This design comes from an exercise in tuning for small area, a short achievable clock period and few clock cycles per item on the open sky130 flow, not from production work. The RTL was checked by simulation tests, not by an equivalence proof against the original design.

==> design/flow/config.mk <==
export PLATFORM = sky130hd
export DESIGN_NAME = player_motion
export DESIGN_NICKNAME = player_motion
export VERILOG_FILES = /design/flow/design.v
export SDC_FILE = /design/flow/constraint.sdc
export NUM_CORES = 4
export LEC_CHECK = 0
export ABC_AREA = 1
export CAP_MARGIN = 20
export CORE_MARGIN = 2
export CORE_UTILIZATION = 65
export CTS_BUF_LIST = sky130_fd_sc_hd__clkbuf_8
export PLACE_DENSITY = 0.75
export SLEW_MARGIN = 20
==> design/flow/constraint.sdc <==
create_clock -name core_clock -period 11.5 [get_ports {clk}]
set_input_delay 2.3000 -clock core_clock [delete_from_list [all_inputs] [get_ports {clk}]]
set_output_delay 2.3000 -clock core_clock [all_outputs]
set_load 0.01 [all_outputs]
==> design/flow/design.v <==
module player_motion #(
  parameter int QM         = 6,
  parameter int QN         = 10,
  parameter int MAP_BITS   = 4,
  parameter int START_X    = 1536,
  parameter int START_Y    = 11776,
  parameter int START_FX   = 0,
  parameter int START_FY   = -1024,
  parameter int START_VX   = 512,
  parameter int START_VY   = 0
) (
  input  logic                       clk,
  input  logic                       reset,
  input  logic                       tick,
  input  logic                       moveF,
  input  logic                       moveB,
  input  logic                       strafeL,
  input  logic                       strafeR,
  input  logic                       rotL,
  input  logic                       rotR,
  output logic                       map_req,
  output logic [MAP_BITS-1:0]        map_col,
  output logic [MAP_BITS-1:0]        map_row,
  input  logic                       map_ack,
  input  logic [1:0]                 map_val,
  output logic signed [QM+QN-1:0]    playerX,
  output logic signed [QM+QN-1:0]    playerY,
  output logic signed [QM+QN-1:0]    facingX,
  output logic signed [QM+QN-1:0]    facingY,
  output logic signed [QM+QN-1:0]    vplaneX,
  output logic signed [QM+QN-1:0]    vplaneY,
  output logic                       busy,
  output logic                       done,
  output logic                       missed
);
  localparam int W  = QM + QN;
  localparam int WR = W + QN;         
  localparam int CB = 2 * MAP_BITS;   
  localparam int TB = QN + MAP_BITS;  
  typedef enum logic [1:0] {IDLE, PRE, PX, PY} state_t;
  state_t              st_q;
  logic [5:0]          ctrl_q;
  logic                done_q, missed_q, xrej_q, cur_ok_q;
  logic signed [W-1:0] px_q, py_q, fx_q, fy_q, vx_q, vy_q;
  logic [CB-1:0]       probe_q;
  logic [5:0] btn;
  logic       bF, bB, bL, bR, rl, rr;
  assign btn = (st_q == IDLE) ? {moveF, moveB, strafeL, strafeR, rotL, rotR} : ctrl_q;
  assign {bF, bB, bL, bR, rl, rr} = btn;
  localparam int WS = 18;
  localparam int WD = WS - QN;        
  logic [WS-1:0] p5, q5, s1, s2;
  logic signed [WD-1:0] dp, dnp, dq, dnq, d1p, d1n, d2p, d2n, e1p, e1n, e2p, e2n;
  logic signed [WD-1:0] c1p_q, c1n_q, c2p_q, c2n_q;
  logic                 cand_ok_q;
  logic signed [WD-1:0] dx8, dy8;
  logic signed [W-1:0]  dx, dy, nx, ny;
  logic                 fwd_p, fwd_n, sd_r, sd_l;
  pm_add #(WS) u_p5 (.a(WS'(fx_q) << 2), .b(WS'(fx_q)), .ci(1'b0), .y(p5));
  pm_add #(WS) u_q5 (.a(WS'(fy_q) << 2), .b(WS'(fy_q)), .ci(1'b0), .y(q5));
  pm_add #(WS) u_s1 (.a(p5), .b(q5), .ci(1'b0), .y(s1));
  pm_add #(WS) u_s2 (.a(p5), .b(~q5), .ci(1'b1), .y(s2));
  function automatic logic signed [WD-1:0] neg_step(input logic [WS-1:0] v);
    neg_step = ~v[WS-1:QN] + WD'(v[QN-1:0] == '0);
  endfunction
  always_comb begin
    dp  = p5[WS-1:QN];
    dq  = q5[WS-1:QN];
    d1p = s1[WS-1:QN];
    d2p = s2[WS-1:QN];
    dnp = neg_step(p5);
    dnq = neg_step(q5);
    d1n = neg_step(s1);
    d2n = neg_step(s2);
  end
  pm_diag u_e1p (.d(d1p), .y(e1p));
  pm_diag u_e1n (.d(d1n), .y(e1n));
  pm_diag u_e2p (.d(d2p), .y(e2p));
  pm_diag u_e2n (.d(d2n), .y(e2n));
  always_ff @(posedge clk) begin
    c1p_q <= e1p;
    c1n_q <= e1n;
    c2p_q <= e2p;
    c2n_q <= e2n;
  end
  always_comb begin
    fwd_p = bF & ~bB;
    fwd_n = bB & ~bF;
    sd_r  = bR & ~bL;
    sd_l  = bL & ~bR;
    dx8 = '0;
    dy8 = '0;
    case ({fwd_p, fwd_n, sd_r, sd_l})
      4'b1000: begin dx8 = dp;  dy8 = dq;  end
      4'b0100: begin dx8 = dnp; dy8 = dnq; end
      4'b0010: begin dx8 = dnq; dy8 = dp;  end
      4'b0001: begin dx8 = dq;  dy8 = dnp; end
      4'b1010: begin dx8 = c2p_q; dy8 = c1p_q; end
      4'b1001: begin dx8 = c1p_q; dy8 = c2n_q; end
      4'b0110: begin dx8 = c1n_q; dy8 = c2p_q; end
      4'b0101: begin dx8 = c2n_q; dy8 = c1n_q; end
      default: ;
    endcase
    dx = W'(dx8);
    dy = W'(dy8);
    nx = px_q + dx;
    ny = py_q + dy;
  end
  logic signed [W-1:0] rfx, rfy, rvx, rvy;
  pm_rot u_rfx (.c(fx_q), .s(fy_q), .neg(rr), .y(rfx));
  pm_rot u_rfy (.c(fy_q), .s(fx_q), .neg(rl), .y(rfy));
  pm_rot u_rvx (.c(vx_q), .s(vy_q), .neg(rr), .y(rvx));
  pm_rot u_rvy (.c(vy_q), .s(vx_q), .neg(rl), .y(rvy));
  logic [CB-1:0] cell_x, cell_y;
  logic chg_x, chg_y, off_x, off_y, same_cx, same_ry, same_y, byp_y, cur_x, cur_y;
  logic known_x, rej_x, known_y, rej_y, wall_in, commit, moved, cand_use;
  logic signed [W-1:0] nxf, nyf;
  assign wall_in = map_val != 2'b00;
  always_comb begin
    chg_x   = dx != '0;
    chg_y   = dy != '0;
    off_x   = nx[W-1:TB] != '0;
    off_y   = ny[W-1:TB] != '0;
    same_cx = nx[TB-1:QN] == px_q[TB-1:QN];
    same_ry = ny[TB-1:QN] == py_q[TB-1:QN];
    cell_x  = {nx[TB-1:QN], py_q[TB-1:QN]};
    case (st_q)
      PX:      begin known_x = map_ack; rej_x = wall_in; end
      PY:      begin known_x = 1'b1;    rej_x = xrej_q;  end
      default: begin known_x = !chg_x || off_x || (same_cx && cur_ok_q); rej_x = chg_x && off_x; end
    endcase
    nxf    = rej_x ? px_q : nx;
    cell_y = {nxf[TB-1:QN], ny[TB-1:QN]};
    same_y = (rej_x || same_cx) && same_ry;
    byp_y  = st_q == PX && (!rej_x || same_cx) && same_ry;
    if (st_q == PY) begin
      known_y = map_ack;
      rej_y   = wall_in;
    end else begin
      known_y = !chg_y || off_y || (same_y && cur_ok_q) || (byp_y && map_ack);
      rej_y   = chg_y && (off_y || (byp_y && wall_in));
    end
    nyf    = rej_y ? py_q : ny;
    cand_use = (bF ^ bB) && (bL ^ bR);
    commit = known_x && known_y && (st_q != IDLE || (tick && (cand_ok_q || !cand_use)));
    moved  = nxf[TB-1:QN] != px_q[TB-1:QN] || nyf[TB-1:QN] != py_q[TB-1:QN];
    cur_x  = same_cx;
    cur_y  = same_y;
  end
  always_ff @(posedge clk or negedge reset) begin
    if (!reset) begin
      st_q     <= IDLE;
      done_q   <= 1'b0;
      missed_q <= 1'b0;
      cur_ok_q <= 1'b0;
      cand_ok_q <= 1'b0;
      px_q     <= W'(START_X);
      py_q     <= W'(START_Y);
      fx_q     <= W'(START_FX);
      fy_q     <= W'(START_FY);
      vx_q     <= W'(START_VX);
      vy_q     <= W'(START_VY);
    end else begin
      done_q   <= commit;
      cand_ok_q <= !(commit && (rl ^ rr));
      missed_q <= tick && (st_q != IDLE);
      if (commit && !rej_x) px_q <= nx;
      if (commit && !rej_y) py_q <= ny;
      if (commit && (rl ^ rr)) begin
        fx_q <= rfx;
        fy_q <= rfy;
        vx_q <= rvx;
        vy_q <= rvy;
      end
      if (commit) begin
        st_q <= IDLE;
      end else if (st_q == IDLE && tick && !cand_ok_q && cand_use) begin
        st_q <= PRE;
      end else if ((st_q == IDLE && tick) || st_q == PRE || (st_q == PX && map_ack)) begin
        st_q <= known_x ? PY : PX;
      end
      if (commit && moved)
        cur_ok_q <= 1'b1;
      else if (map_ack && !wall_in && ((st_q == PX && cur_x) || (st_q == PY && cur_y)))
        cur_ok_q <= 1'b1;
    end
  end
  always_ff @(posedge clk) begin
    if (st_q == IDLE) ctrl_q <= {moveF, moveB, strafeL, strafeR, rotL, rotR};
    if (st_q != PY) xrej_q <= rej_x;
    if (st_q != PY) probe_q <= known_x ? cell_y : cell_x;
  end
  assign busy    = st_q != IDLE;
  assign map_req = st_q == PX || st_q == PY;
  assign map_col = probe_q[CB-1:MAP_BITS];
  assign map_row = probe_q[MAP_BITS-1:0];
  assign playerX = px_q;
  assign playerY = py_q;
  assign facingX = fx_q;
  assign facingY = fy_q;
  assign vplaneX = vx_q;
  assign vplaneY = vy_q;
  assign done    = done_q;
  assign missed  = missed_q;
endmodule
module pm_rot (
  input  logic signed [15:0] c,
  input  logic signed [15:0] s,
  input  logic neg,
  output logic signed [15:0] y
);
  logic [14:0] x;
  assign x = s[14:0] ^ {15{neg}};
  logic r_s1, r_c2, r_s3, r_c4, r_s5, r_c6, r_s7, r_c8, r_s9, r_c10, r_s11, r_c12, r_s13, r_c14, r_s15, r_c16, r_s17, r_c18, r_s19, r_c20, r_s21, r_c22, r_s23, r_c24, r_s25, r_c26, r_s27, r_c28, r_s29, r_c30, r_s31, r_c32, r_s33, r_c34, r_s35, r_c36, r_s37, r_c38, r_s39, r_c40, r_s41, r_c42, r_s43, r_c44, r_s45, r_c46, r_s47, r_c48, r_s49, r_c50, r_s51, r_c52, r_s53, r_c54, r_s55, r_c56, r_s57, r_c58, r_s59, r_c60, r_s61, r_c62, r_s63, r_c64, r_s65, r_c66, r_s67, r_c68, r_s69, r_c70, r_s71, r_c72, r_s73, r_c74, r_s75, r_c76, r_s77, r_c78, r_s79, r_c80, r_s81, r_c82, r_s83, r_c84, r_s85, r_c86, r_s87, r_c88, r_s89, r_c90, r_s91, r_c92, r_s93, r_c94, r_s95, r_c96, r_s97, r_c98, r_s99, r_c100, r_s101, r_c102, r_s103, r_c104, r_s105, r_c106, r_s107, r_c108, r_s109, r_c110, r_s111, r_c112, r_s113, r_c114, r_s115, r_c116, r_s117, r_c118, r_s119, r_c120, r_s121, r_c122, r_s123, r_c124, r_s125, r_c126, r_s127, r_c128, r_s129, r_c130, r_s131, r_c132;
  assign r_s1 = c[4] ^ x[8];
  assign r_c2 = c[4] & x[8];
  assign r_s3 = c[5] ^ x[9];
  assign r_c4 = c[5] & x[9];
  assign r_s5 = x[0] ^ x[1];
  assign r_c6 = x[0] & x[1];
  assign r_s7 = x[1] ^ x[2];
  assign r_c8 = x[1] & x[2];
  assign r_s9 = x[0] ^ x[2] ^ x[3];
  assign r_c10 = (x[0] & x[2]) | (x[0] & x[3]) | (x[2] & x[3]);
  assign r_s11 = ~c[4] ^ x[6];
  assign r_c12 = ~c[4] & x[6];
  assign r_s13 = x[1] ^ x[3] ^ x[4];
  assign r_c14 = (x[1] & x[3]) | (x[1] & x[4]) | (x[3] & x[4]);
  assign r_s15 = ~c[5] ^ x[7];
  assign r_c16 = ~c[5] & x[7];
  assign r_s17 = x[2] ^ x[4] ^ x[5];
  assign r_c18 = (x[2] & x[4]) | (x[2] & x[5]) | (x[4] & x[5]);
  assign r_s19 = ~c[6] ^ x[8];
  assign r_c20 = ~c[6] & x[8];
  assign r_s21 = x[3] ^ x[5] ^ x[6];
  assign r_c22 = (x[3] & x[5]) | (x[3] & x[6]) | (x[5] & x[6]);
  assign r_s23 = ~c[7] ^ x[9];
  assign r_c24 = ~c[7] & x[9];
  assign r_s25 = c[0] ^ x[4] ^ x[6];
  assign r_c26 = (c[0] & x[4]) | (c[0] & x[6]) | (x[4] & x[6]);
  assign r_s27 = x[7] ^ ~c[8] ^ x[10];
  assign r_c28 = (x[7] & ~c[8]) | (x[7] & x[10]) | (~c[8] & x[10]);
  assign r_s29 = c[1] ^ x[5] ^ x[7];
  assign r_c30 = (c[1] & x[5]) | (c[1] & x[7]) | (x[5] & x[7]);
  assign r_s31 = x[8] ^ ~c[9] ^ x[11];
  assign r_c32 = (x[8] & ~c[9]) | (x[8] & x[11]) | (~c[9] & x[11]);
  assign r_s33 = c[2] ^ x[6] ^ x[8];
  assign r_c34 = (c[2] & x[6]) | (c[2] & x[8]) | (x[6] & x[8]);
  assign r_s35 = x[9] ^ ~c[10] ^ x[12];
  assign r_c36 = (x[9] & ~c[10]) | (x[9] & x[12]) | (~c[10] & x[12]);
  assign r_s37 = c[3] ^ x[7] ^ x[9];
  assign r_c38 = (c[3] & x[7]) | (c[3] & x[9]) | (x[7] & x[9]);
  assign r_s39 = x[10] ^ ~c[11] ^ x[13];
  assign r_c40 = (x[10] & ~c[11]) | (x[10] & x[13]) | (~c[11] & x[13]);
  assign r_s41 = r_s1 ^ x[10] ^ x[11];
  assign r_c42 = (r_s1 & x[10]) | (r_s1 & x[11]) | (x[10] & x[11]);
  assign r_s43 = ~c[12] ^ ~x[14] ^ 1'b1;
  assign r_c44 = (~c[12] & ~x[14]) | (~c[12] & 1'b1) | (~x[14] & 1'b1);
  assign r_s45 = r_s3 ^ x[11] ^ x[12];
  assign r_c46 = (r_s3 & x[11]) | (r_s3 & x[12]) | (x[11] & x[12]);
  assign r_s47 = ~c[13] ^ 1'b1 ^ r_c2;
  assign r_c48 = (~c[13] & 1'b1) | (~c[13] & r_c2) | (1'b1 & r_c2);
  assign r_s49 = c[6] ^ x[10] ^ x[12];
  assign r_c50 = (c[6] & x[10]) | (c[6] & x[12]) | (x[10] & x[12]);
  assign r_s51 = x[13] ^ c[14] ^ r_c4;
  assign r_c52 = (x[13] & c[14]) | (x[13] & r_c4) | (c[14] & r_c4);
  assign r_s53 = c[7] ^ x[11] ^ x[13];
  assign r_c54 = (c[7] & x[11]) | (c[7] & x[13]) | (x[11] & x[13]);
  assign r_s55 = x[0] ^ ~c[1];
  assign r_c56 = x[0] & ~c[1];
  assign r_s57 = r_s5 ^ ~c[2] ^ x[4];
  assign r_c58 = (r_s5 & ~c[2]) | (r_s5 & x[4]) | (~c[2] & x[4]);
  assign r_s59 = r_s7 ^ ~c[3] ^ x[5];
  assign r_c60 = (r_s7 & ~c[3]) | (r_s7 & x[5]) | (~c[3] & x[5]);
  assign r_s61 = r_s9 ^ r_s11 ^ neg;
  assign r_c62 = (r_s9 & r_s11) | (r_s9 & neg) | (r_s11 & neg);
  assign r_s63 = r_s13 ^ r_s15 ^ r_c10;
  assign r_c64 = (r_s13 & r_s15) | (r_s13 & r_c10) | (r_s15 & r_c10);
  assign r_s65 = r_s17 ^ r_s19 ^ r_c14;
  assign r_c66 = (r_s17 & r_s19) | (r_s17 & r_c14) | (r_s19 & r_c14);
  assign r_s67 = r_s21 ^ r_s23 ^ r_c18;
  assign r_c68 = (r_s21 & r_s23) | (r_s21 & r_c18) | (r_s23 & r_c18);
  assign r_s69 = r_s25 ^ r_s27 ^ r_c22;
  assign r_c70 = (r_s25 & r_s27) | (r_s25 & r_c22) | (r_s27 & r_c22);
  assign r_s71 = r_s29 ^ r_s31 ^ r_c26;
  assign r_c72 = (r_s29 & r_s31) | (r_s29 & r_c26) | (r_s31 & r_c26);
  assign r_s73 = r_s33 ^ r_s35 ^ r_c30;
  assign r_c74 = (r_s33 & r_s35) | (r_s33 & r_c30) | (r_s35 & r_c30);
  assign r_s75 = r_s37 ^ r_s39 ^ r_c34;
  assign r_c76 = (r_s37 & r_s39) | (r_s37 & r_c34) | (r_s39 & r_c34);
  assign r_s77 = r_s41 ^ r_s43 ^ r_c38;
  assign r_c78 = (r_s41 & r_s43) | (r_s41 & r_c38) | (r_s43 & r_c38);
  assign r_s79 = r_s45 ^ r_s47 ^ r_c42;
  assign r_c80 = (r_s45 & r_s47) | (r_s45 & r_c42) | (r_s47 & r_c42);
  assign r_s81 = r_s49 ^ r_s51 ^ r_c46;
  assign r_c82 = (r_s49 & r_s51) | (r_s49 & r_c46) | (r_s51 & r_c46);
  assign r_s83 = r_s53 ^ ~x[14] ^ r_c50;
  assign r_c84 = (r_s53 & ~x[14]) | (r_s53 & r_c50) | (~x[14] & r_c50);
  assign r_s85 = c[8] ^ x[12] ^ ~x[14];
  assign r_c86 = (c[8] & x[12]) | (c[8] & ~x[14]) | (x[12] & ~x[14]);
  assign r_s87 = c[9] ^ x[13];
  assign r_c88 = c[9] & x[13];
  assign r_s89 = ~c[0] ^ x[2];
  assign r_c90 = ~c[0] & x[2];
  assign r_s91 = r_s55 ^ x[3] ^ neg;
  assign r_c92 = (r_s55 & x[3]) | (r_s55 & neg) | (x[3] & neg);
  assign r_s93 = r_s57 ^ neg ^ r_c56;
  assign r_c94 = (r_s57 & neg) | (r_s57 & r_c56) | (neg & r_c56);
  assign r_s95 = r_s59 ^ r_c6 ^ r_c58;
  assign r_c96 = (r_s59 & r_c6) | (r_s59 & r_c58) | (r_c6 & r_c58);
  assign r_s97 = r_s61 ^ r_c8 ^ r_c60;
  assign r_c98 = (r_s61 & r_c8) | (r_s61 & r_c60) | (r_c8 & r_c60);
  assign r_s99 = r_s63 ^ r_c12 ^ r_c62;
  assign r_c100 = (r_s63 & r_c12) | (r_s63 & r_c62) | (r_c12 & r_c62);
  assign r_s101 = r_s65 ^ r_c16 ^ r_c64;
  assign r_c102 = (r_s65 & r_c16) | (r_s65 & r_c64) | (r_c16 & r_c64);
  assign r_s103 = r_s67 ^ r_c20 ^ r_c66;
  assign r_c104 = (r_s67 & r_c20) | (r_s67 & r_c66) | (r_c20 & r_c66);
  assign r_s105 = r_s69 ^ r_c24 ^ r_c68;
  assign r_c106 = (r_s69 & r_c24) | (r_s69 & r_c68) | (r_c24 & r_c68);
  assign r_s107 = r_s71 ^ r_c28 ^ r_c70;
  assign r_c108 = (r_s71 & r_c28) | (r_s71 & r_c70) | (r_c28 & r_c70);
  assign r_s109 = r_s73 ^ r_c32 ^ r_c72;
  assign r_c110 = (r_s73 & r_c32) | (r_s73 & r_c72) | (r_c32 & r_c72);
  assign r_s111 = r_s75 ^ r_c36 ^ r_c74;
  assign r_c112 = (r_s75 & r_c36) | (r_s75 & r_c74) | (r_c36 & r_c74);
  assign r_s113 = r_s77 ^ r_c40 ^ r_c76;
  assign r_c114 = (r_s77 & r_c40) | (r_s77 & r_c76) | (r_c40 & r_c76);
  assign r_s115 = r_s79 ^ r_c44 ^ r_c78;
  assign r_c116 = (r_s79 & r_c44) | (r_s79 & r_c78) | (r_c44 & r_c78);
  assign r_s117 = r_s81 ^ r_c48 ^ r_c80;
  assign r_c118 = (r_s81 & r_c48) | (r_s81 & r_c80) | (r_c48 & r_c80);
  assign r_s119 = r_s83 ^ r_c52 ^ r_c82;
  assign r_c120 = (r_s83 & r_c52) | (r_s83 & r_c82) | (r_c52 & r_c82);
  assign r_s121 = r_s85 ^ r_c54 ^ r_c84;
  assign r_c122 = (r_s85 & r_c54) | (r_s85 & r_c84) | (r_c54 & r_c84);
  assign r_s123 = r_s87 ^ 1'b1 ^ r_c86;
  assign r_c124 = (r_s87 & 1'b1) | (r_s87 & r_c86) | (1'b1 & r_c86);
  assign r_s125 = c[10] ^ ~x[14] ^ r_c88;
  assign r_c126 = (c[10] & ~x[14]) | (c[10] & r_c88) | (~x[14] & r_c88);
  assign r_s127 = c[11] ^ 1'b1;
  assign r_c128 = c[11] & 1'b1;
  assign r_s129 = c[12] ^ 1'b1;
  assign r_c130 = c[12] & 1'b1;
  assign r_s131 = c[13] ^ 1'b1;
  assign r_c132 = c[13] & 1'b1;
  logic [24:0] ha, hb, t;
  assign ha = {~c[14], r_s131, r_s129, r_s127, r_s125, r_s123, r_s121, r_s119, r_s117, r_s115, r_s113, r_s111, r_s109, r_s107, r_s105, r_s103, r_s101, r_s99, r_s97, r_s95, r_s93, r_s91, r_s89, x[1], x[0]};
  assign hb = {r_c132, r_c130, r_c128, r_c126, r_c124, r_c122, r_c120, r_c118, r_c116, r_c114, r_c112, r_c110, r_c108, r_c106, r_c104, r_c102, r_c100, r_c98, r_c96, r_c94, r_c92, r_c90, 1'b1, 1'b0, neg};
  pm_add #(25) u_t (.a(ha), .b(hb), .ci(1'b0), .y(t));
  assign y = {t[24], t[24:10]};
endmodule
module pm_diag (
  input  logic signed [7:0] d,
  output logic signed [7:0] y
);
  logic d_s1, d_c2, d_s3, d_c4, d_s5, d_c6, d_s7, d_c8, d_s9, d_c10, d_s11, d_c12, d_s13, d_c14, d_s15, d_c16, d_s17, d_c18, d_s19, d_c20, d_s21, d_c22, d_s23, d_c24, d_s25, d_c26, d_s27, d_c28, d_s29, d_c30, d_s31, d_c32, d_s33, d_c34, d_s35, d_c36, d_s37, d_c38, d_s39, d_c40, d_s41, d_c42;
  assign d_s1 = d[0] ^ d[2] ^ d[3];
  assign d_c2 = (d[0] & d[2]) | (d[0] & d[3]) | (d[2] & d[3]);
  assign d_s3 = d[1] ^ d[3] ^ d[4];
  assign d_c4 = (d[1] & d[3]) | (d[1] & d[4]) | (d[3] & d[4]);
  assign d_s5 = d[2] ^ d[4];
  assign d_c6 = d[2] & d[4];
  assign d_s7 = d[3] ^ d[5];
  assign d_c8 = d[3] & d[5];
  assign d_s9 = d[0] ^ d[1];
  assign d_c10 = d[0] & d[1];
  assign d_s11 = d[1] ^ d[2] ^ d[4];
  assign d_c12 = (d[1] & d[2]) | (d[1] & d[4]) | (d[2] & d[4]);
  assign d_s13 = d_s1 ^ d[5] ^ ~d[7];
  assign d_c14 = (d_s1 & d[5]) | (d_s1 & ~d[7]) | (d[5] & ~d[7]);
  assign d_s15 = d_s3 ^ d[6] ^ 1'b1;
  assign d_c16 = (d_s3 & d[6]) | (d_s3 & 1'b1) | (d[6] & 1'b1);
  assign d_s17 = d_s5 ^ d[5] ^ ~d[7];
  assign d_c18 = (d_s5 & d[5]) | (d_s5 & ~d[7]) | (d[5] & ~d[7]);
  assign d_s19 = d_s7 ^ d[6] ^ 1'b1;
  assign d_c20 = (d_s7 & d[6]) | (d_s7 & 1'b1) | (d[6] & 1'b1);
  assign d_s21 = d[4] ^ d[6] ^ ~d[7];
  assign d_c22 = (d[4] & d[6]) | (d[4] & ~d[7]) | (d[6] & ~d[7]);
  assign d_s23 = d[0] ^ d[2];
  assign d_c24 = d[0] & d[2];
  assign d_s25 = d_s9 ^ d[3] ^ d[5];
  assign d_c26 = (d_s9 & d[3]) | (d_s9 & d[5]) | (d[3] & d[5]);
  assign d_s27 = d_s11 ^ d[6] ^ d_c10;
  assign d_c28 = (d_s11 & d[6]) | (d_s11 & d_c10) | (d[6] & d_c10);
  assign d_s29 = d_s13 ^ 1'b1 ^ d_c12;
  assign d_c30 = (d_s13 & 1'b1) | (d_s13 & d_c12) | (1'b1 & d_c12);
  assign d_s31 = d_s15 ^ d_c2 ^ d_c14;
  assign d_c32 = (d_s15 & d_c2) | (d_s15 & d_c14) | (d_c2 & d_c14);
  assign d_s33 = d_s17 ^ d_c4 ^ d_c16;
  assign d_c34 = (d_s17 & d_c4) | (d_s17 & d_c16) | (d_c4 & d_c16);
  assign d_s35 = d_s19 ^ d_c6 ^ d_c18;
  assign d_c36 = (d_s19 & d_c6) | (d_s19 & d_c18) | (d_c6 & d_c18);
  assign d_s37 = d_s21 ^ d_c8 ^ d_c20;
  assign d_c38 = (d_s21 & d_c8) | (d_s21 & d_c20) | (d_c8 & d_c20);
  assign d_s39 = d[5] ^ ~d[7] ^ d_c22;
  assign d_c40 = (d[5] & ~d[7]) | (d[5] & d_c22) | (~d[7] & d_c22);
  assign d_s41 = d[6] ^ 1'b1;
  assign d_c42 = d[6] & 1'b1;
  logic [14:0] ha, hb, t;
  assign ha = {~d[7], d_s41, d_s39, d_s37, d_s35, d_s33, d_s31, d_s29, d_s27, d_s25, d_s23, d[1], d[0], d[1], d[0]};
  assign hb = {d_c42, d_c40, d_c38, d_c36, d_c34, d_c32, d_c30, d_c28, d_c26, d_c24, d[4], d[3], d[2], 1'b0, 1'b0};
  pm_add #(15) u_t (.a(ha), .b(hb), .ci(1'b0), .y(t));
  assign y = {t[14], t[14:8]};
endmodule
module pm_add #(parameter int N = 16) (
  input  logic [N-1:0] a,
  input  logic [N-1:0] b,
  input  logic         ci,
  output logic [N-1:0] y
);
  localparam int L = (N > 16) ? 5 : (N > 8) ? 4 : (N > 4) ? 3 : (N > 2) ? 2 : 1;
  logic [N-1:0] gu [0:L];
  logic [N-1:0] pu [0:L];
  logic [N-1:0] gd [0:L];
  logic [N-1:0] pd [0:L];
  logic [N-1:0] p0;
  assign p0 = a ^ b;
  assign pu[0] = p0;
  assign gu[0] = (a & b) | {{(N-1){1'b0}}, p0[0] & ci};
  for (genvar l = 0; l < L; l++) begin : g_up
    for (genvar j = 0; j < N; j++) begin : g_bit
      if ((j + 1) % (2 << l) == 0) begin : g_op
        assign gu[l+1][j] = gu[l][j] | (pu[l][j] & gu[l][j - (1 << l)]);
        assign pu[l+1][j] = pu[l][j] & pu[l][j - (1 << l)];
      end else begin : g_pass
        assign gu[l+1][j] = gu[l][j];
        assign pu[l+1][j] = pu[l][j];
      end
    end
  end
  assign gd[L] = gu[L];
  assign pd[L] = pu[L];
  for (genvar l = L - 1; l >= 0; l--) begin : g_dn
    for (genvar j = 0; j < N; j++) begin : g_bit
      if (j >= 3 * (1 << l) - 1 && (j + 1 - 3 * (1 << l)) % (2 << l) == 0) begin : g_op
        assign gd[l][j] = gd[l+1][j] | (pd[l+1][j] & gd[l+1][j - (1 << l)]);
        assign pd[l][j] = pd[l+1][j] & pd[l+1][j - (1 << l)];
      end else begin : g_pass
        assign gd[l][j] = gd[l+1][j];
        assign pd[l][j] = pd[l+1][j];
      end
    end
  end
  assign y = p0 ^ {gd[0][N-2:0], ci};
endmodule
==> design/flow/run.sh <==
#!/bin/bash
# synth_recipe.tcl (not shown) runs the flow's synth.tcl, then flattens the netlist and writes it again
# the make line also repeats each setting of config.mk as NAME=value (left out here)
make -C /OpenROAD-flow-scripts/flow DESIGN_CONFIG=/design/flow/config.mk WORK_HOME=/design/flow/orfs CLKGATE_MAP_FILE= SYNTH_SCRIPT=/design/flow/synth_recipe.tcl finish
==> impl_results.md, run 1 <==
* Reg2reg start: fx_q[1]$_DFFE_PN0P_
* Cts repair resizes at 0
* Final min period at roughly 9100 ps
* HP Start: py_q[9]$_DFFE_PN1P_
* Post-place setup slack at 2480 ps
* Worst-skew pair later-pin latency at 510 ps
* Post-CTS Setup Bufs at 0
* Nature of the critical path endpoint: flip-flop
* CTS tree: built
* Synth unique cells at 58
* Synthesized instance count at 2719
* Vias at 18300
* Worst-path clk slew at 90 ps
* Syn Area/Cell at 8.49 µm²
* Largest net degree at the start of global routing at 95
* Crit path kind: reg2reg
* Total congestion overflow at 0
* First-pass GRT wire length at 95.2 mm
* Seq/Total Area, Yosys at 0.148
* Post-DP HPWL at 47.5 mm
* # DRC at 0
* Gp weighted congestion at 0.983
* Number of hold violations in the final report at 0
* H-tree Lvls at 4
* Post-CTS Hold Fix Bufs at 0
* Final Non-Filler Cells at 3279
* R2R Setup Slk at between 2000 and 2500 ps
* Ratio of cells with drive above 1 in the final layout at 0.0341
* Ys Warns at 16
* Worst slew pin tran at between 900 and 1000 ps
* Worst hold path depth at 2
* Top post-synthesis cells by area: fa_1, ha_1, inv_1
* Number of max-slew violations in the final report at 0
* Die Span X at 192 µm
* Final net count at roughly 3400
* WHS Endpoint: py_q[9]$_DFFE_PN1P_
* Initial DRT Pass Iterations at 5
* Fmax achieved at 0.110 GHz
* Most common cell after layout, fill and taps aside: inv_1
* Drt wl/cell at 17.7 µm
* Layout overhead on the synthesized area at 8.15%
* FF-to-FF path depth at 32
* Vias in the first global route at 18800
* Synth Register Bits at approximately 140
* Status: no timing/DRC/antenna violations
* Count of final setup violators at 0
* Total die area at 37000 µm²
* Crit-path max FO at 7
* Core footprint at 35300 µm²
* Initial antenna violation count at 0
* CP max stage delay at 670 ps
* Tcrit/Tclk final at 0.793
* RSZ-0062 raised after global routing: false
* DRT Wirelength at about 58 mm
* Reg-to-reg endpoint: c2n_q[5]$_DFF_P_
* Initial DRC count at 1180
* Slowest-stage cell, CP: a211oi_1
* All-Layer GR Usage at 0.330
* Initial Util at 0.654
* Antenna diodes at 0
* HP Class: reg2reg
* Root Driver: clkbuf_8
* Setup TNS at 0 ps
* Antenna-violating nets left at 0
* Maxcap violations at 0
* Data arrival time of the worst path at ~9500 ps
* Yosys top cell area share at 0.262
* # rows at 69
* Clock sinks at 141
* Critical path required time at 11900 ps
* Die height at 192 µm
* Slew Limit Headroom at 0.367
* Worst Clk Skew at ~23 ps
* Syn nets at around 3300
* Post-Place Cells at 3246
* Most frequent cells in the layout: inv_1, nand2_1, ha_1
* Crit path top cell by count: fa_1
* Worst setup SP type: flip-flop
* Clock Tree Buf Depth at 2
* Worst setup margin at 2380 ps
* Post-synth top area cell: fa_1
* Drt via density at 5.58
* CTS Buf Count at 17
* Top Ports at 120
* PortBufs at approximately 120
* Mapped Area at 23100 µm²
==> Yosys cell counts (all sizes together) <==
library cell	instances
nand2	453
a31o	2
maj3	6
nand3b	4
a21oi	101
nand2b	1
nor3	18
nand4	32
o211ai	9
nor2	92
inv	623
nor4	6
o311ai	1
a22oi	1
o31a	1
a221o	2
dfrtp	86
o21ai	111
ha	315
fa	302
dfxtp	34
a21o	20
a22o	3
nand3	133
xnor2	73
a211oi	6
dfstp	12
o21a	2
or2	12
o21bai	16
a221oi	6
o221ai	5
o211a	2
o2111ai	7
o22ai	12
a31oi	13
xor2	122
o31ai	4
buf	45
edfxtp	9
a2111oi	1
a211o	1
clkbuf	15
==> metal layers <==
layer,vias up,track usage,wire [µm]
li1,8680,-,-
met1,8958,0.453,25600
met2,559,0.543,27500
met3,99,0.0471,3200
met4,0,0.104,1580
met5,-,0,0
==> per-stage QoR <==
step	hold WS, ps	util	instance area, µm²
global placement	470	0.695	24500
floorplan	460	-	23100
CTS	497	0.706	24900
finish	492	0.707	25000
global route	512	0.707	25000
detailed placement	480	0.695	24500
==> worst max path at each step <==
stage / depth (start not counted) / end / slack [ps] / startpoint
after global routing: 34 / c2n_q[4]$_DFF_P_ / 1780 / fx_q[1]$_DFFE_PN0P_
after CTS: 34 / c2n_q[4]$_DFF_P_ / 2450 / fx_q[1]$_DFFE_PN0P_
after floorplan: 26 / fy_q[13]$_DFFE_PN1P_ / 3870 / rotL
after global placement: 32 / c2n_q[5]$_DFF_P_ / 2640 / fx_q[1]$_DFFE_PN0P_
after detailed placement: 34 / c2n_q[4]$_DFF_P_ / 2480 / fx_q[1]$_DFFE_PN0P_
final: 32 / c2n_q[5]$_DFF_P_ / 2380 / fx_q[1]$_DFFE_PN0P_
==> flip-flops by register name (all words and copies together), names as in the netlist, 2 cells and up <==
signal,count
vy_q,15
py_q,16
c1n_q,7
fy_q,15
vx_q,15
c1p_q,7
c2n_q,7
st_q,2
probe_q,8
c2p_q,7
ctrl_q,6
px_q,16
fx_q,15
==> layout make-up <==
| class | count | area [µm²] |
|---|---|---|
| Multi-Input combinational cell | 1895 | 17000 |
| Clock inverter | 14 | 145 |
| Sequential cell | 141 | 3420 |
| Fill cell | 2876 | 10300 |
| Inverter | 623 | 2340 |
| Tap cell | 461 | 577 |
| Clock buffer | 18 | 248 |
| Timing Repair Buffer | 127 | 1270 |
==> kinds of logic after synthesis <==
kind of cell	share of synthesized area
AOI/OAI and AO/OA	0.0850
and+or+nand+nor	0.139
xor gates and xnor gates	0.0743
buffers and inverters	0.118
adders and majority gates	0.435
DFF	0.148
==> critical path: cells and delay by family (launching register included) <==
kind	cells	cell delay [ps]
compound gates	6	1950
xor+xnor	3	860
flops	1	570
fa+ha+maj	11	4200
buf+inv	5	680
simple gates	7	760
Testbench counts, summed over its fixed seeds: cycles 3,403, ticks 3,200.
==> run 2: changes to the inputs <==
--- a/design/flow/design.v
+++ b/design/flow/design.v
@@ -50,8 +50,9 @@
   localparam int WS = 18;
   localparam int WD = WS - QN;        
   logic [WS-1:0] p5, q5, s1, s2;
-  logic signed [WD-1:0] dp, dnp, dq, dnq, d1p, d1n, d2p, d2n, e1p, e1n, e2p, e2n;
-  logic signed [WD-1:0] c1p_q, c1n_q, c2p_q, c2n_q;
+  logic signed [WD-1:0] dp, dnp, dq, dnq, d1p, d1n, d2p, d2n, gx, gy, ex, ey;
+  logic signed [WD-2:0] cx_q, cy_q;   
+  logic [1:0]           cs_q;
   logic                 cand_ok_q;
   logic signed [WD-1:0] dx8, dy8;
   logic signed [W-1:0]  dx, dy, nx, ny;
@@ -72,16 +73,19 @@
     dnq = neg_step(q5);
     d1n = neg_step(s1);
     d2n = neg_step(s2);
+    case ({bB, bL})
+      2'b00:   begin gx = d2p; gy = d1p; end
+      2'b01:   begin gx = d1p; gy = d2n; end
+      2'b10:   begin gx = d1n; gy = d2p; end
+      default: begin gx = d2n; gy = d1n; end
+    endcase
   end
-  pm_diag u_e1p (.d(d1p), .y(e1p));
-  pm_diag u_e1n (.d(d1n), .y(e1n));
-  pm_diag u_e2p (.d(d2p), .y(e2p));
-  pm_diag u_e2n (.d(d2n), .y(e2n));
+  pm_diag u_ex (.d(gx), .y(ex));
+  pm_diag u_ey (.d(gy), .y(ey));
   always_ff @(posedge clk) begin
-    c1p_q <= e1p;
-    c1n_q <= e1n;
-    c2p_q <= e2p;
-    c2n_q <= e2n;
+    cx_q <= ex[WD-2:0];
+    cy_q <= ey[WD-2:0];
+    cs_q <= {bB, bL};
   end
   always_comb begin
     fwd_p = bF & ~bB;
@@ -95,10 +99,7 @@
       4'b0100: begin dx8 = dnp; dy8 = dnq; end
       4'b0010: begin dx8 = dnq; dy8 = dp;  end
       4'b0001: begin dx8 = dq;  dy8 = dnp; end
-      4'b1010: begin dx8 = c2p_q; dy8 = c1p_q; end
-      4'b1001: begin dx8 = c1p_q; dy8 = c2n_q; end
-      4'b0110: begin dx8 = c1n_q; dy8 = c2p_q; end
-      4'b0101: begin dx8 = c2n_q; dy8 = c1n_q; end
+      4'b1010, 4'b1001, 4'b0110, 4'b0101: begin dx8 = WD'(cx_q); dy8 = WD'(cy_q); end
       default: ;
     endcase
     dx = W'(dx8);
@@ -113,7 +114,7 @@
   pm_rot u_rvy (.c(vy_q), .s(vx_q), .neg(rl), .y(rvy));
   logic [CB-1:0] cell_x, cell_y;
   logic chg_x, chg_y, off_x, off_y, same_cx, same_ry, same_y, byp_y, cur_x, cur_y;
-  logic known_x, rej_x, known_y, rej_y, wall_in, commit, moved, cand_use;
+  logic known_x, rej_x, known_y, rej_y, wall_in, commit, moved, stale;
   logic signed [W-1:0] nxf, nyf;
   assign wall_in = map_val != 2'b00;
   always_comb begin
@@ -141,8 +142,8 @@
       rej_y   = chg_y && (off_y || (byp_y && wall_in));
     end
     nyf    = rej_y ? py_q : ny;
-    cand_use = (bF ^ bB) && (bL ^ bR);
-    commit = known_x && known_y && (st_q != IDLE || (tick && (cand_ok_q || !cand_use)));
+    stale  = (bF ^ bB) && (bL ^ bR) && (!cand_ok_q || cs_q != {bB, bL});
+    commit = known_x && known_y && (st_q != IDLE || (tick && !stale));
     moved  = nxf[TB-1:QN] != px_q[TB-1:QN] || nyf[TB-1:QN] != py_q[TB-1:QN];
     cur_x  = same_cx;
     cur_y  = same_y;
@@ -174,7 +175,7 @@
       end
       if (commit) begin
         st_q <= IDLE;
-      end else if (st_q == IDLE && tick && !cand_ok_q && cand_use) begin
+      end else if (st_q == IDLE && tick && stale) begin
         st_q <= PRE;
       end else if ((st_q == IDLE && tick) || st_q == PRE || (st_q == PX && map_ack)) begin
         st_q <= known_x ? PY : PX;
--- a/design/flow/config.mk
+++ b/design/flow/config.mk
@@ -8,7 +8,6 @@
 export ABC_AREA = 1
 export CAP_MARGIN = 20
 export CORE_MARGIN = 2
-export CORE_UTILIZATION = 65
-export CTS_BUF_LIST = sky130_fd_sc_hd__clkbuf_8
-export PLACE_DENSITY = 0.75
+export CORE_UTILIZATION = 40
+export SETUP_SLACK_MARGIN = 4.0
 export SLEW_MARGIN = 20
==> impl_results.md, run 2 <==
* Ratio of cells with drive above 1 in the final layout at 0.137
* Drt via density at 5.13
* CP max stage delay at 570 ps
* R2R Setup Slk at between 3000 and 4000 ps
* Worst Clk Skew at approximately 11 ps
* Slowest-stage cell, CP: fa_1
* Core footprint at 53500 µm²
* Vias at 17900
* First-pass GRT wire length at 98.4 mm
* Nature of the critical path endpoint: flip-flop
* Async SR Flop Fraction at 0.772
* Setup TNS at 0 ps
* All-Layer GR Usage at 0.222
* Reg-to-reg endpoint: cx_q[3]$_DFF_P_
* Antenna diodes at 0
* Worst-path clk slew at 60 ps
* Die height at 236 µm
* Final min period at 7620 ps
* Syn Area/Cell at 8.30 µm²
* Top post-synthesis cells by area: fa_1, ha_1, inv_1
* Post-DP HPWL at 47.7 mm
* Synth Register Bits at approximately 130
* Clock sinks at between 100 and 150
* Post-synth top area cell: fa_1
* Initial DRT Pass Iterations at 5
* Complex-gate fraction of the synthesized area at 0.0936
* CTS Buf Count at 17
* Number of hold violations in the final report at 0
* Fmax achieved at 0.131 GHz
* Commonest cells in the synthesized netlist: inv_1, nand2_1, ha_1
* Worst slew pin tran at approximately 900 ps
* Root Driver: clkbuf_16
* Number of max-slew violations in the final report at 0
* Post-place setup slack at 2360 ps
* Ys Warns at 16
* Antenna-violating nets left at 0
* FF-to-FF path depth at 35
* Reg2reg start: fy_q[2]$_DFFE_PN0P_
* HP Start: py_q[9]$_DFFE_PN1P_
* PortBufs at 119
* Largest registers: px_q x16, py_q x16
* Vias in the first global route at 18600
* Crit path top cell by count: inv_1
* Worst-skew pair later-pin latency at between 400 and 500 ps
* Most frequent cells in the layout: inv_1, nand2_1, fa_1
* CP Buf/Inv Count at 11
* Critical path required time at 11850 ps
* H-tree Lvls at 4
* Synthesized instance count at between 2000 and 3000
* CTS tree: built
* Largest net degree at the start of global routing at 94
* Post-layout util at 0.482
* DRT Wirelength at 62.2 mm
* Slew Limit Headroom at 0.401
* RSZ-0062 raised after global routing: true
* Die Span X at 236 µm
* Crit path kind: reg2reg
* Clock Tree Buf Depth at 2
* Syn nets at 3151
* # rows at between 80 and 90
* Total die area at between 50000 and 60000 µm²
* Worst hold slack at 481 ps
* Count leader, synth: inv_1
* Synth unique cells at 58
* Crit-path max FO at 6
* Initial DRC count at 1017
* Final net count at 3337
* Worst setup margin at 3880 ps
* Seq/Total Area, Yosys at 0.146
* Maxcap violations at 0
* Mapped Area at 21500 µm²
* Top Ports at 120
* Number of cells on the critical path at 35
* HP Class: reg2reg
* Initial Util at 0.402
* # DRC at 0
* Worst setup SP type: flip-flop
* Critical path endpoint: cx_q[3]$_DFF_P_
* Number of synthesized flops with an enable pin at 9
* Layout overhead on the synthesized area at 19.7%
* Initial antenna violation count at 0
* Status: no timing/DRC/antenna violations
* Total congestion overflow at 0
* Post-synth top flop: dfrtp_1
* Count of final setup violators at 0
* Yosys top cell area share at 0.251
* Drt wl/cell at 17.8 µm
* Data arrival time of the worst path at about 8000 ps
* Post-synthesis simple-gate area fraction at 0.146
* Tcrit/Tclk final at 0.663
* Proportion of synthesized area in mux cells at 0
* Gp weighted congestion at 0.930
* Setup crit start: fy_q[2]$_DFFE_PN0P_
* Critical path's top delay family: adder cells
* Most common cell after layout, fill and taps aside: inv_1
* Post-Synth XOR/XNOR Area at 0.0767
* Largest family of logic cells by synthesized area: adder cells
* Area share of fa/ha/maj cells after synthesis at 0.414
run 2: timing repair:
item	in CTS	in global routing
gates resized for setup	119	116
gates cloned	0	4
endpoints found under the setup margin	111	115
hold endpoints to repair	0	0
hold buffers	0	0
setup buffers	48	50
pin swaps	49	55
run 2: area by class of cell:
type | instances | area, µm²
clock buffer | 23 | 488
clock inverter | 9 | 108
fill | 5124 | 27700
inverter | 596 | 2270
multi-input combinational | 1808 | 16700
sequential | 127 | 3160
tap | 696 | 871
timing repair buffer | 229 | 2190
run 2: kinds of logic after synthesis:
family | count (synthesis)
adder cells (fa/ha/maj) | 552
AND/OR/NAND/NOR | 736
buffers and inverters | 658
flip-flops | 127
AO/OA/AOI/OAI | 334
XOR/XNOR | 186
run 2: how the worst min path moves through the flow:
stage / depth (start not counted) / slack (ps) / to
after floorplan: 2 / 460 / py_q[10]$_DFFE_PN1P_
after global placement: 2 / 470 / py_q[9]$_DFFE_PN1P_
after detailed placement: 2 / 470 / py_q[9]$_DFFE_PN1P_
after CTS: 2 / 480 / py_q[9]$_DFFE_PN1P_
after global routing: 2 / 510 / py_q[10]$_DFFE_PN1P_
final: 2 / 480 / py_q[9]$_DFFE_PN1P_
run 2: tightest hold or removal path: stages (launching register included):
cell and delay, ps:
dfstp_2 380, nand2_1 60, nand2_1 50
run 2: layer usage:
metal  GRT usage  vias up  routed length [µm]
met5           0        -                   0
met4      0.0498        0                1150
met3      0.0362       69                2890
met2       0.382      426               30200
met1       0.294     8905               27900
li1            -     8500                   -
run 2: per-stage QoR:
| stage | cells | instance area [µm²] |
|---|---|---|
| 2_1_floorplan | 2593 | 21500 |
| 3_3_place_gp | 3354 | 23300 |
| 3_5_place_dp | 3354 | 23300 |
| 4_1_cts | 3434 | 24700 |
| 5_1_grt | 3488 | 25800 |
| 6_report | 3488 | 25800 |
Testbench counts of run 2, summed over its fixed seeds: cycles 3,473, ticks 3,200.
==> run 3: changes to the inputs <==
--- a/design/flow/design.v
+++ b/design/flow/design.v
@@ -108,8 +108,8 @@
     ny = py_q + dy;
   end
   logic signed [W-1:0] rfx, rfy, rvx, rvy;
-  pm_rot u_rfx (.c(fx_q), .s(fy_q), .neg(rr), .y(rfx));
-  pm_rot u_rfy (.c(fy_q), .s(fx_q), .neg(rl), .y(rfy));
+  pm_rot5 u_rfx (.c(fx_q), .s(fy_q), .q(q5), .neg(rr), .y(rfx));
+  pm_rot5 u_rfy (.c(fy_q), .s(fx_q), .q(p5), .neg(rl), .y(rfy));
   pm_rot u_rvx (.c(vx_q), .s(vy_q), .neg(rr), .y(rvx));
   pm_rot u_rvy (.c(vy_q), .s(vx_q), .neg(rl), .y(rvy));
   logic [CB-1:0] cell_x, cell_y;
@@ -351,6 +351,132 @@
   pm_add #(25) u_t (.a(ha), .b(hb), .ci(1'b0), .y(t));
   assign y = {t[24], t[24:10]};
 endmodule
+module pm_rot5 (
+  input  logic signed [15:0] c,
+  input  logic signed [15:0] s,
+  input  logic [17:0] q,
+  input  logic neg,
+  output logic signed [15:0] y
+);
+  logic [14:0] x;
+  logic [16:0] xq;
+  assign x = s[14:0] ^ {15{neg}};
+  assign xq = q[16:0] ^ {17{neg}};
+  logic q_s1, q_c2, q_s3, q_c4, q_s5, q_c6, q_s7, q_c8, q_s9, q_c10, q_s11, q_c12, q_s13, q_c14, q_s15, q_c16, q_s17, q_c18, q_s19, q_c20, q_s21, q_c22, q_s23, q_c24, q_s25, q_c26, q_s27, q_c28, q_s29, q_c30, q_s31, q_c32, q_s33, q_c34, q_s35, q_c36, q_s37, q_c38, q_s39, q_c40, q_s41, q_c42, q_s43, q_c44, q_s45, q_c46, q_s47, q_c48, q_s49, q_c50, q_s51, q_c52, q_s53, q_c54, q_s55, q_c56, q_s57, q_c58, q_s59, q_c60, q_s61, q_c62, q_s63, q_c64, q_s65, q_c66, q_s67, q_c68, q_s69, q_c70, q_s71, q_c72, q_s73, q_c74, q_s75, q_c76, q_s77, q_c78, q_s79, q_c80, q_s81, q_c82, q_s83, q_c84, q_s85, q_c86, q_s87, q_c88, q_s89, q_c90, q_s91, q_c92, q_s93, q_c94, q_s95, q_c96, q_s97, q_c98, q_s99, q_c100, q_s101, q_c102, q_s103, q_c104, q_s105, q_c106, q_s107, q_c108;
+  assign q_s1 = x[1] ^ ~c[2];
+  assign q_c2 = x[1] & ~c[2];
+  assign q_s3 = x[2] ^ ~c[3];
+  assign q_c4 = x[2] & ~c[3];
+  assign q_s5 = x[3] ^ ~c[4];
+  assign q_c6 = x[3] & ~c[4];
+  assign q_s7 = x[4] ^ ~c[5];
+  assign q_c8 = x[4] & ~c[5];
+  assign q_s9 = x[5] ^ ~c[6];
+  assign q_c10 = x[5] & ~c[6];
+  assign q_s11 = x[6] ^ ~c[7];
+  assign q_c12 = x[6] & ~c[7];
+  assign q_s13 = c[0] ^ x[7] ^ ~c[8];
+  assign q_c14 = (c[0] & x[7]) | (c[0] & ~c[8]) | (x[7] & ~c[8]);
+  assign q_s15 = c[1] ^ x[8] ^ ~c[9];
+  assign q_c16 = (c[1] & x[8]) | (c[1] & ~c[9]) | (x[8] & ~c[9]);
+  assign q_s17 = c[2] ^ x[9] ^ ~c[10];
+  assign q_c18 = (c[2] & x[9]) | (c[2] & ~c[10]) | (x[9] & ~c[10]);
+  assign q_s19 = c[3] ^ x[10] ^ ~c[11];
+  assign q_c20 = (c[3] & x[10]) | (c[3] & ~c[11]) | (x[10] & ~c[11]);
+  assign q_s21 = c[4] ^ x[11] ^ ~c[12];
+  assign q_c22 = (c[4] & x[11]) | (c[4] & ~c[12]) | (x[11] & ~c[12]);
+  assign q_s23 = ~x[14] ^ xq[10];
+  assign q_c24 = ~x[14] & xq[10];
+  assign q_s25 = c[5] ^ x[12] ^ ~c[13];
+  assign q_c26 = (c[5] & x[12]) | (c[5] & ~c[13]) | (x[12] & ~c[13]);
+  assign q_s27 = xq[11] ^ 1'b1;
+  assign q_c28 = xq[11] & 1'b1;
+  assign q_s29 = c[6] ^ x[13] ^ c[14];
+  assign q_c30 = (c[6] & x[13]) | (c[6] & c[14]) | (x[13] & c[14]);
+  assign q_s31 = x[0] ^ ~c[1];
+  assign q_c32 = x[0] & ~c[1];
+  assign q_s33 = q_s1 ^ x[4] ^ xq[0];
+  assign q_c34 = (q_s1 & x[4]) | (q_s1 & xq[0]) | (x[4] & xq[0]);
+  assign q_s35 = q_s3 ^ x[5] ^ xq[1];
+  assign q_c36 = (q_s3 & x[5]) | (q_s3 & xq[1]) | (x[5] & xq[1]);
+  assign q_s37 = q_s5 ^ x[6] ^ xq[2];
+  assign q_c38 = (q_s5 & x[6]) | (q_s5 & xq[2]) | (x[6] & xq[2]);
+  assign q_s39 = q_s7 ^ x[7] ^ xq[3];
+  assign q_c40 = (q_s7 & x[7]) | (q_s7 & xq[3]) | (x[7] & xq[3]);
+  assign q_s41 = q_s9 ^ x[8] ^ xq[4];
+  assign q_c42 = (q_s9 & x[8]) | (q_s9 & xq[4]) | (x[8] & xq[4]);
+  assign q_s43 = q_s11 ^ x[9] ^ xq[5];
+  assign q_c44 = (q_s11 & x[9]) | (q_s11 & xq[5]) | (x[9] & xq[5]);
+  assign q_s45 = q_s13 ^ x[10] ^ xq[6];
+  assign q_c46 = (q_s13 & x[10]) | (q_s13 & xq[6]) | (x[10] & xq[6]);
+  assign q_s47 = q_s15 ^ x[11] ^ xq[7];
+  assign q_c48 = (q_s15 & x[11]) | (q_s15 & xq[7]) | (x[11] & xq[7]);
+  assign q_s49 = q_s17 ^ x[12] ^ xq[8];
+  assign q_c50 = (q_s17 & x[12]) | (q_s17 & xq[8]) | (x[12] & xq[8]);
+  assign q_s51 = q_s19 ^ x[13] ^ xq[9];
+  assign q_c52 = (q_s19 & x[13]) | (q_s19 & xq[9]) | (x[13] & xq[9]);
+  assign q_s53 = q_s21 ^ q_s23 ^ 1'b1;
+  assign q_c54 = (q_s21 & q_s23) | (q_s21 & 1'b1) | (q_s23 & 1'b1);
+  assign q_s55 = q_s25 ^ q_s27 ^ q_c22;
+  assign q_c56 = (q_s25 & q_s27) | (q_s25 & q_c22) | (q_s27 & q_c22);
+  assign q_s57 = q_s29 ^ xq[12] ^ q_c26;
+  assign q_c58 = (q_s29 & xq[12]) | (q_s29 & q_c26) | (xq[12] & q_c26);
+  assign q_s59 = c[7] ^ ~x[14] ^ xq[13];
+  assign q_c60 = (c[7] & ~x[14]) | (c[7] & xq[13]) | (~x[14] & xq[13]);
+  assign q_s61 = c[8] ^ xq[14];
+  assign q_c62 = c[8] & xq[14];
+  assign q_s63 = c[9] ^ xq[15];
+  assign q_c64 = c[9] & xq[15];
+  assign q_s65 = ~c[0] ^ x[2];
+  assign q_c66 = ~c[0] & x[2];
+  assign q_s67 = q_s31 ^ x[3] ^ neg;
+  assign q_c68 = (q_s31 & x[3]) | (q_s31 & neg) | (x[3] & neg);
+  assign q_s69 = q_s33 ^ neg ^ q_c32;
+  assign q_c70 = (q_s33 & neg) | (q_s33 & q_c32) | (neg & q_c32);
+  assign q_s71 = q_s35 ^ q_c2 ^ q_c34;
+  assign q_c72 = (q_s35 & q_c2) | (q_s35 & q_c34) | (q_c2 & q_c34);
+  assign q_s73 = q_s37 ^ q_c4 ^ q_c36;
+  assign q_c74 = (q_s37 & q_c4) | (q_s37 & q_c36) | (q_c4 & q_c36);
+  assign q_s75 = q_s39 ^ q_c6 ^ q_c38;
+  assign q_c76 = (q_s39 & q_c6) | (q_s39 & q_c38) | (q_c6 & q_c38);
+  assign q_s77 = q_s41 ^ q_c8 ^ q_c40;
+  assign q_c78 = (q_s41 & q_c8) | (q_s41 & q_c40) | (q_c8 & q_c40);
+  assign q_s79 = q_s43 ^ q_c10 ^ q_c42;
+  assign q_c80 = (q_s43 & q_c10) | (q_s43 & q_c42) | (q_c10 & q_c42);
+  assign q_s81 = q_s45 ^ q_c12 ^ q_c44;
+  assign q_c82 = (q_s45 & q_c12) | (q_s45 & q_c44) | (q_c12 & q_c44);
+  assign q_s83 = q_s47 ^ q_c14 ^ q_c46;
+  assign q_c84 = (q_s47 & q_c14) | (q_s47 & q_c46) | (q_c14 & q_c46);
+  assign q_s85 = q_s49 ^ q_c16 ^ q_c48;
+  assign q_c86 = (q_s49 & q_c16) | (q_s49 & q_c48) | (q_c16 & q_c48);
+  assign q_s87 = q_s51 ^ q_c18 ^ q_c50;
+  assign q_c88 = (q_s51 & q_c18) | (q_s51 & q_c50) | (q_c18 & q_c50);
+  assign q_s89 = q_s53 ^ q_c20 ^ q_c52;
+  assign q_c90 = (q_s53 & q_c20) | (q_s53 & q_c52) | (q_c20 & q_c52);
+  assign q_s91 = q_s55 ^ q_c24 ^ q_c54;
+  assign q_c92 = (q_s55 & q_c24) | (q_s55 & q_c54) | (q_c24 & q_c54);
+  assign q_s93 = q_s57 ^ q_c28 ^ q_c56;
+  assign q_c94 = (q_s57 & q_c28) | (q_s57 & q_c56) | (q_c28 & q_c56);
+  assign q_s95 = q_s59 ^ q_c30 ^ q_c58;
+  assign q_c96 = (q_s59 & q_c30) | (q_s59 & q_c58) | (q_c30 & q_c58);
+  assign q_s97 = q_s61 ^ 1'b1 ^ q_c60;
+  assign q_c98 = (q_s61 & 1'b1) | (q_s61 & q_c60) | (1'b1 & q_c60);
+  assign q_s99 = q_s63 ^ 1'b1 ^ q_c62;
+  assign q_c100 = (q_s63 & 1'b1) | (q_s63 & q_c62) | (1'b1 & q_c62);
+  assign q_s101 = c[10] ^ ~xq[16] ^ q_c64;
+  assign q_c102 = (c[10] & ~xq[16]) | (c[10] & q_c64) | (~xq[16] & q_c64);
+  assign q_s103 = c[11] ^ 1'b1;
+  assign q_c104 = c[11] & 1'b1;
+  assign q_s105 = c[12] ^ 1'b1;
+  assign q_c106 = c[12] & 1'b1;
+  assign q_s107 = c[13] ^ 1'b1;
+  assign q_c108 = c[13] & 1'b1;
+  logic [24:0] ha, hb, t;
+  assign ha = {~c[14], q_s107, q_s105, q_s103, q_s101, q_s99, q_s97, q_s95, q_s93, q_s91, q_s89, q_s87, q_s85, q_s83, q_s81, q_s79, q_s77, q_s75, q_s73, q_s71, q_s69, q_s67, q_s65, x[1], x[0]};
+  assign hb = {q_c108, q_c106, q_c104, q_c102, q_c100, q_c98, q_c96, q_c94, q_c92, q_c90, q_c88, q_c86, q_c84, q_c82, q_c80, q_c78, q_c76, q_c74, q_c72, q_c70, q_c68, q_c66, 1'b1, 1'b0, neg};
+  pm_add #(25) u_t (.a(ha), .b(hb), .ci(1'b0), .y(t));
+  assign y = {t[24], t[24:10]};
+endmodule
 module pm_diag (
   input  logic signed [7:0] d,
   output logic signed [7:0] y
--- a/design/flow/config.mk
+++ b/design/flow/config.mk
@@ -8,6 +8,6 @@
 export ABC_AREA = 1
 export CAP_MARGIN = 20
 export CORE_MARGIN = 2
-export CORE_UTILIZATION = 40
-export SETUP_SLACK_MARGIN = 4.0
+export CORE_UTILIZATION = 60
+export SETUP_SLACK_MARGIN = 3.5
 export SLEW_MARGIN = 20
==> impl_results.md, run 3 <==
* Slew Limit Headroom at 0.394
* Crit path kind: reg2reg
* Core footprint at around 35000 µm²
* Vias at 17900
* Worst setup SP type: flip-flop
* Largest net degree at the start of global routing at 53
* Tcrit/Tclk final at 0.681
* HP Class: reg2reg
* Area share of fa/ha/maj cells after synthesis at 0.399
* All-Layer GR Usage at 0.324
* Proportion of synthesized area in mux cells at 0
* Layout overhead on the synthesized area at 12.9%
* Synth unique cells at 61
* Post-place setup slack at 2670 ps
* Total congestion overflow at 0
* Worst-path clk slew at 60 ps
* Yosys top cell area share at 0.237
* Root Driver: clkbuf_16
* Met1 GRT Util at 0.447
* Complex-gate fraction of the synthesized area at 0.101
* Routing usage on met3 at 0.0544
* Post-CTS Hold Fix Bufs at 0
* Ratio of cells with drive above 1 in the final layout at 0.0785
* Commonest cells in the synthesized netlist: inv_1, nand2_1, ha_1
* Placed Area at 22700 µm²
* Largest registers: px_q x16, py_q x16
* Vias in the first global route at 17800
* GR met2 Demand/Resource at 0.519
* Synthesized instance count at 2590
* H-tree Lvls at 4
* Ys Warns at 16
* Count of final setup violators at 0
* Antenna diodes at 0
* PortBufs at 119
* Gp weighted congestion at 0.986
* Seq/Total Area, Yosys at 0.147
* Post-synth top area cell: fa_1
* Syn nets at 3128
* Clock Tree Buf Depth at 2
* Most common cell after layout, fill and taps aside: inv_1
* Critical path required time at approximately 12000 ps
* First-pass GRT wire length at 92.8 mm
* Post-DP HPWL at 45.4 mm
* Number of synthesized flops with an enable pin at 9
* RSZ-0062 raised after global routing: true
* Number of max-slew violations in the final report at 0
* Syn Area/Cell at 8.22 µm²
* Status: no timing/DRC/antenna violations
* Top post-synthesis cells by area: fa_1, ha_1, inv_1
* CP max stage delay at 540 ps
* Final min period at 7830 ps
* Most frequent cells in the layout: inv_1, nand2_1, ha_1
* Die height at around 190 µm
* # rows at 68
* Largest family of logic cells by synthesized area: adder cells
* # DRC at 0
* Worst setup margin at 3670 ps
* Area of the multi-input gates at around 16000 µm²
* Initial DRT Pass Iterations at 5
* Fill count at 2871
* Mapped Area at 21300 µm²
* Worst-skew pair later-pin latency at between 400 and 500 ps
* Worst Clk Skew at 15.1 ps
* Maxcap violations at 0
* Design area at 24000 µm²
* Async SR Flop Fraction at 0.772
* Clock sinks at approximately 130
* Post-Synth XOR/XNOR Area at 0.0854
* CTS tree: built
* Initial Util at 0.613
* Setup TNS at 0 ps
* Slowest-stage cell, CP: fa_1
* Drt wl/cell at 18.7 µm
* Count leader, synth: inv_1
* Total die area at 37000 µm²
* Initial DRC count at 1338
* Die Span X at 192 µm
* DRT Wirelength at approximately 60 mm
* Fmax achieved at 0.128 GHz
* FF/Latch Area at 3160 µm²
* Antenna-violating nets left at 0
* Nature of the critical path endpoint: flip-flop
* Data arrival time of the worst path at 8170 ps
* Post-synthesis simple-gate area fraction at 0.142
* Worst slew pin tran at 906 ps
* Synth Register Bits at roughly 130
* Drt via density at 5.62
* Crit-path max FO at 6
* Global-route layer with the greatest usage: met2
* Post-synth top flop: dfrtp_1
* Initial antenna violation count at 0
* Crit path top cell by count: ha_1
* CTS Buf Count at 17
* Number of hold violations in the final report at 0
* Top Ports at 120
* Final net count at 3251
[run 3: changes by cell type in the layout (fill, tap and decap cells not counted), moves of 14 or more]
cell      before  now
nand2_1      411  395
xor2_1        93  131
inv_1        560  577
nand3_1      132  118
ha_4          20    3
o21ai_0       84  108
ha_1         251  268
nor2_1        90  106
o21bai_1      15   32
buf_4         95   44
[run 3: area by class of cell]
type / count / area share
Timing Repair Buffer: 164 / 0.0638
Clock inverter: 12 / 0.00557
Sequential cell: 127 / 0.131
Tap cell: 455 / 0.0237
Inverter: 597 / 0.0938
Multi-Input combinational cell: 1806 / 0.663
Clock buffer: 20 / 0.0190
[run 3: worst paths after layout]
check	from	end	slack [ps]	cells past startpoint
max	fx_q[5]$_DFFE_PN0P_	cx_q[5]$_DFF_P_	3670	32
min	px_q[9]$_DFFE_PN1P_	px_q[9]$_DFFE_PN1P_	510	2
max reg2reg	fx_q[5]$_DFFE_PN0P_	cx_q[5]$_DFF_P_	3670	32
min reg2reg	px_q[9]$_DFFE_PN1P_	px_q[9]$_DFFE_PN1P_	510	2
max in group asynchronous	reset	fx_q[6]$_DFFE_PN0P_	8380	2
min in group asynchronous	reset	vy_q[3]$_DFFE_PN0P_	1880	1
[run 3: routing by layer]
metal / share of wire / vias up / routed length (µm)
li1: - / 8381 / -
met1: 0.44 / 8694 / 26100
met2: 0.46 / 698 / 27500
met3: 0.071 / 112 / 4210
met4: 0.029 / 0 / 1740
met5: 0 / - / 0
[run 3: cells by family after synthesis]
kind of cell	Yosys count
AO/OA/AOI/OAI	358
XOR/XNOR	206
adder cells (fa/ha/maj)	528
buffers and inverters	664
flip-flops	127
AND/OR/NAND/NOR	707
[run 3: critical path: cells and delay by family, from the launching register on]
family / cells / cell delay [ps]
compound gates: 8 / 1450
buf+inv: 3 / 180
flops: 1 / 480
fa+ha+maj: 11 / 4000
xor+xnor: 3 / 800
simple gates: 7 / 810
[run 3: through the flow]
stage	hold WS, ps	std cells	utilization
detailed placement	500	3104	0.655
global placement	497	3104	0.655
CTS	509	3144	0.676
global route	556	3181	0.693
finish	511	3181	0.693
floorplan	482	2590	-
[run 3: repair_timing]
action | 4_1_cts | 5_1_grt
gates resized for setup | 29 | 68
cloned | 1 | 6
endpoints found under the setup margin | 110 | 108
hold endpoints to repair | 0 | 0
pin swaps | 3 | 17
setup buffers | 7 | 31
Testbench counts of run 3, summed over its fixed seeds: cycles 3,473, ticks 3,200.

==> port drivers added, routing unchanged <==
No port has a modelled driver above. Below, the same layouts with a new extraction and two added sets of constraints. Step 1 (the two cells are an assumption about what drives the block):
set clk [get_ports {clk}]
set_driving_cell -lib_cell sky130_fd_sc_hd__clkbuf_16 $clk
set_driving_cell -lib_cell sky130_fd_sc_hd__buf_2 [delete_from_list [all_inputs] $clk]
Step 2 moves the port delays by t, midway between the first and last clock arrival at a register: inputs arrive t later, outputs are due t later. That takes back most of the time a late clock gives input paths. a / b / c = no drivers / after step 1 / after step 2; a / b = the first two.
run | shift t [ns] | setup slack, ns | slew at the worst register clock pin (ns) | worst data-port slew with drivers (ns) | cell pins on the clock port's net
run 1 | 0.555 | 2.378 / 2.378 / 2.378 | 0.10 / 0.10 | 0.03 | 1
run 2 | 0.514 | 3.881 / 3.881 / 3.705 | 0.07 / 0.07 | 0.04 | 1
run 3 | 0.504 | 3.672 / 3.672 / 3.286 | 0.07 / 0.07 | 0.05 | 1
After both steps every run listed still meets setup and hold. For run 3, which loses most, drivers alone change the setup slack by 0.000 ns; drivers and shift together by -0.386 ns.
